From an optimization exercise on the open Yosys and OpenROAD flow, aimed at small area; shortcuts taken in it are not production practice. In this exercise RTL edits were held to simulation tests only and were not proved equivalent to the original. No activity file was given, so power comes from the tool's default toggle rates.

## main
==> module fip_32_adder, before the edit <==
module fip_32_adder (
  input  logic signed [31:0] a,
  input  logic signed [31:0] b,
  output logic signed [31:0] sum,
  output logic               overflow
);
  localparam int N = 32;
  localparam int L = 5;   
  logic [N-1:0] p;
  logic [N-1:0] g;
  logic [N-1:0] gu [0:L];
  logic [N-1:0] pu [0:L];
  logic [N-1:0] an, bn, sn;
  assign an = ~a;
  assign bn = ~b;
  assign p = an ^ bn;
  assign g = {an[N-1:1] & bn[N-1:1], (an[0] & bn[0]) | (an[0] ^ bn[0])};
  assign gu[0] = g;
  assign pu[0] = p;
  for (genvar l = 0; l < L; l++) begin : g_lv
    for (genvar i = 0; i < N; i++) begin : g_bit
      if ((i >> l) % 2 == 1) begin : g_node
        localparam int J = ((i >> l) << l) - 1;
        assign gu[l+1][i] = gu[l][i] | (pu[l][i] & gu[l][J]);
        assign pu[l+1][i] = pu[l][i] & pu[l][J];
      end else begin : g_pass
        assign gu[l+1][i] = gu[l][i];
        assign pu[l+1][i] = pu[l][i];
      end
    end
  end
  assign sn[0] = ~p[0];
  for (genvar i = 1; i < N; i++) begin : g_sum
    assign sn[i] = p[i] ^ gu[L][i-1];
  end
  assign sum = ~sn;
  assign overflow = (a[31] == b[31]) && (sum[31] != a[31]);
endmodule
==> module ray_gen, before the edit <==
module ray_gen
#(
  parameter int WIDTH  = 320,
  parameter int HEIGHT = 240
) (
  input  logic                            clk,
  input  logic                            reset,
  input  logic                            i_start,
  input  logic signed [0:2][31:0]         i_eye,
  input  logic signed [0:2][31:0]         i_base,
  input  logic signed [0:2][31:0]         i_du,
  input  logic signed [0:2][31:0]         i_dv,
  output logic signed [0:1][0:2][31:0]    o_ray,
  output logic                            o_valid,
  input  logic                            i_ready,
  output logic [$clog2(WIDTH+1)-1:0]      o_px,
  output logic [$clog2(HEIGHT+1)-1:0]     o_py,
  output logic                            o_last,
  output logic                            o_busy,
  output logic                            o_done,
  output logic                            o_overflow
);
  localparam int PXW = $clog2(WIDTH + 1);
  localparam int PYW = $clog2(HEIGHT + 1);
  localparam logic [PXW-1:0] PX_LAST = PXW'(WIDTH - 1);
  localparam logic [PYW-1:0] PY_LAST = PYW'(HEIGHT - 1);
  logic            run;
  ray_pkg::vec3_t  eye_q;
  ray_pkg::vec3_t  du_q;
  ray_pkg::vec3_t  dv_q;
  ray_pkg::vec3_t  dir_q;
  ray_pkg::vec3_t  row_base_q;
  ray_pkg::vec3_t  add_a;
  ray_pkg::vec3_t  add_b;
  ray_pkg::vec3_t  add_sum;
  logic            add_ovf;
  logic row_end;
  logic last_px;
  logic run_d;
  logic row_end_d;
  logic sel_dir;    
  logic sel_row;    
  assign last_px = row_end && (o_py == PY_LAST);
  logic a_dir, a_row, b_du, b_dv;
  assign a_dir = sel_dir | (sel_row & !i_ready);
  assign a_row = sel_row & i_ready;
  assign b_du  = sel_dir & i_ready;
  assign b_dv  = sel_row & i_ready;
  assign add_a = ({96{a_dir}} & dir_q) | ({96{a_row}} & row_base_q);
  assign add_b = ({96{b_du}} & du_q) | ({96{b_dv}} & dv_q) | ({96{!run}} & i_base);
  ray_gen_vec3_add u_add (
    .a        (add_a),
    .b        (add_b),
    .sum      (add_sum),
    .overflow (add_ovf)
  );
  assign o_ray[0] = eye_q;
  assign o_ray[1] = dir_q;
  assign o_valid  = run;
  assign o_busy   = run;
  assign o_last   = last_px;
  always_comb begin
    if (!run) begin
      run_d     = i_start;
      row_end_d = (WIDTH == 1);
    end else if (i_ready) begin
      run_d     = !last_px;
      row_end_d = row_end ? (WIDTH == 1) : (o_px == PX_LAST - 1'b1);
    end else begin
      run_d     = 1'b1;
      row_end_d = row_end;
    end
  end
  always_ff @(posedge clk or posedge reset) begin
    if (reset) begin
      run        <= 1'b0;
      sel_dir    <= 1'b0;
      sel_row    <= 1'b0;
      o_done     <= 1'b0;
      o_overflow <= 1'b0;
    end else begin
      run     <= run_d;
      sel_dir <= run_d && !row_end_d;
      sel_row <= run_d && row_end_d;
      o_done  <= run && i_ready && last_px;
      if (!run) begin
        if (i_start) o_overflow <= 1'b0;
      end else if (i_ready && !last_px) begin
        o_overflow <= o_overflow | add_ovf;
      end
    end
  end
  always_ff @(posedge clk) begin
    if (!run) begin
      eye_q <= i_eye;
      du_q  <= i_du;
      dv_q  <= i_dv;
      o_px  <= '0;
      o_py  <= '0;
    end else if (i_ready) begin
      if (row_end) begin
        o_px <= '0;
        o_py <= o_py + 1'b1;
      end else begin
        o_px <= o_px + 1'b1;
      end
    end
  end
  always_ff @(posedge clk) begin
    row_end <= row_end_d;
    dir_q   <= add_sum;
    if (o_px == '0) row_base_q <= dir_q;
  end
endmodule
==> flow/config.mk <==
export PLATFORM = sky130hd
export DESIGN_NAME = ray_gen
export DESIGN_NICKNAME = ray_gen
export VERILOG_FILES = /design/flow/design.v
export SDC_FILE = /design/flow/constraint.sdc
export NUM_CORES = 4
export LEC_CHECK = 0
export CAP_MARGIN = 20
export CORE_MARGIN = 2
export CORE_UTILIZATION = 65
export CTS_BUF_LIST = sky130_fd_sc_hd__clkbuf_8
export CTS_CLUSTER_DIAMETER = 60
export CTS_CLUSTER_SIZE = 16
export PLACE_DENSITY = 0.75
export SLEW_MARGIN = 20
==> flow/constraint.sdc <==
create_clock -name core_clock -period 5.0 [get_ports {clk}]
set_input_delay 1.0000 -clock core_clock [delete_from_list [all_inputs] [get_ports {clk}]]
set_output_delay 1.0000 -clock core_clock [all_outputs]
set_load 0.01 [all_outputs]
standard.sh (not shown) runs the stock make flow with config.mk's settings and CLKGATE_MAP_FILE= SYNTH_SCRIPT=/design/flow/synth_recipe.tcl, a recipe that flattens the netlist after the stock synthesis.
==> flow/flow/run.sh <==
#!/bin/bash
set -euo pipefail
export BUFFER_PORTS_ARGS="-buffer_cell sky130_fd_sc_hd__buf_1"
bash standard.sh > standard.log 2>&1
For the feature branch, these inputs were changed with respect to main:
--- a/flow/design.v
+++ b/flow/design.v
@@ -18,32 +18,55 @@
   localparam int L = 5;   
   logic [N-1:0] p;
   logic [N-1:0] g;
   logic [N-1:0] gu [0:L];
   logic [N-1:0] pu [0:L];
+  logic [N-1:0] gd [0:L-1];
+  logic [N-1:0] pd [0:L-1];
   logic [N-1:0] an, bn, sn;
   assign an = ~a;
   assign bn = ~b;
   assign p = an ^ bn;
   assign g = {an[N-1:1] & bn[N-1:1], (an[0] & bn[0]) | (an[0] ^ bn[0])};
   assign gu[0] = g;
   assign pu[0] = p;
-  for (genvar l = 0; l < L; l++) begin : g_lv
+  for (genvar l = 0; l < L; l++) begin : g_up
     for (genvar i = 0; i < N; i++) begin : g_bit
-      if ((i >> l) % 2 == 1) begin : g_node
-        localparam int J = ((i >> l) << l) - 1;
-        assign gu[l+1][i] = gu[l][i] | (pu[l][i] & gu[l][J]);
-        assign pu[l+1][i] = pu[l][i] & pu[l][J];
+      if ((i + 1) % (2 << l) == 0) begin : g_node
+        assign gu[l+1][i] = gu[l][i] | (pu[l][i] & gu[l][i - (1 << l)]);
+        assign pu[l+1][i] = pu[l][i] & pu[l][i - (1 << l)];
       end else begin : g_pass
         assign gu[l+1][i] = gu[l][i];
         assign pu[l+1][i] = pu[l][i];
       end
     end
   end
+  for (genvar k = 0; k < L - 1; k++) begin : g_dn
+    localparam int l = L - 2 - k;
+    for (genvar i = 0; i < N; i++) begin : g_bit
+      if (((i + 1) % (2 << l) == (1 << l)) && (i >= (2 << l))) begin : g_node
+        if (k == 0) begin : g_first
+          assign gd[k][i] = gu[L][i] | (pu[L][i] & gu[L][i - (1 << l)]);
+          assign pd[k][i] = pu[L][i] & pu[L][i - (1 << l)];
+        end else begin : g_next
+          assign gd[k][i] = gd[k-1][i] | (pd[k-1][i] & gd[k-1][i - (1 << l)]);
+          assign pd[k][i] = pd[k-1][i] & pd[k-1][i - (1 << l)];
+        end
+      end else begin : g_pass
+        if (k == 0) begin : g_first
+          assign gd[k][i] = gu[L][i];
+          assign pd[k][i] = pu[L][i];
+        end else begin : g_next
+          assign gd[k][i] = gd[k-1][i];
+          assign pd[k][i] = pd[k-1][i];
+        end
+      end
+    end
+  end
   assign sn[0] = ~p[0];
   for (genvar i = 1; i < N; i++) begin : g_sum
-    assign sn[i] = p[i] ^ gu[L][i-1];
+    assign sn[i] = p[i] ^ gd[L-2][i-1];
   end
   assign sum = ~sn;
   assign overflow = (a[31] == b[31]) && (sum[31] != a[31]);
 endmodule
 module ray_gen_vec3_add
@@ -110,12 +133,12 @@
   logic a_dir, a_row, b_du, b_dv;
   assign a_dir = sel_dir | (sel_row & !i_ready);
   assign a_row = sel_row & i_ready;
   assign b_du  = sel_dir & i_ready;
   assign b_dv  = sel_row & i_ready;
-  assign add_a = ({96{a_dir}} & dir_q) | ({96{a_row}} & row_base_q);
-  assign add_b = ({96{b_du}} & du_q) | ({96{b_dv}} & dv_q) | ({96{!run}} & i_base);
+  assign add_a = ({96{a_dir}} & dir_q) | ({96{a_row}} & row_base_q) | ({96{!run}} & i_base);
+  assign add_b = ({96{b_du}} & du_q) | ({96{b_dv}} & dv_q);
   ray_gen_vec3_add u_add (
     .a        (add_a),
     .b        (add_b),
     .sum      (add_sum),
     .overflow (add_ovf)
Results
Compared with main, the feature branch shows total nets after synthesis that has gone up slightly.
Depth of the critical timing path with buffers and inverters included | the feature branch above main
Met3 wirelength from detailed routing: the feature branch lower than main
The feature branch ends up with lower switching part of the total than main does.
Xor/xnor share of the synthesized area: the feature branch vs main down 0.90 points
The final reports for the feature branch and main show layout overhead on the synthesized area higher in the former.
The feature branch vs main — non-clock buffer count climbed by a little under 10%
Largest net degree at the start of global routing was higher in main than in the feature branch.
[the feature branch vs main] combinational power: higher in the feature branch

[port drivers added, routing unchanged]
Ports are ideal in the flow. The routed layouts listed here were re-timed in OpenROAD.
Step 1, drivers: a clkbuf_16 drives clk and a buf_2 each remaining input, both assumed.
Step 2 also shifts input and output timing later by t, the mid clock arrival at the registers, as if the neighbouring blocks saw the same clock.
a / b / c = ideal ports / drivers / drivers and shift; a / b = the first two.
run | t, ns | setup slack, ns | hold WS [ns] | worst setup path after step 2 | pins driven straight from the clock port
main | 0.623 | 0.846 / 0.861 / 0.238 | 0.320 / 0.294 / 0.461 | input to register | 1
the feature branch | 0.617 | 0.484 / 0.482 / -0.135 | 0.293 / 0.266 / 0.462 | input to register | 1
Met with ideal ports but missed after step 2: setup timing in the feature branch. For the feature branch, which loses most, drivers alone change the setup slack by -0.002 ns; drivers and shift together by -0.619 ns.
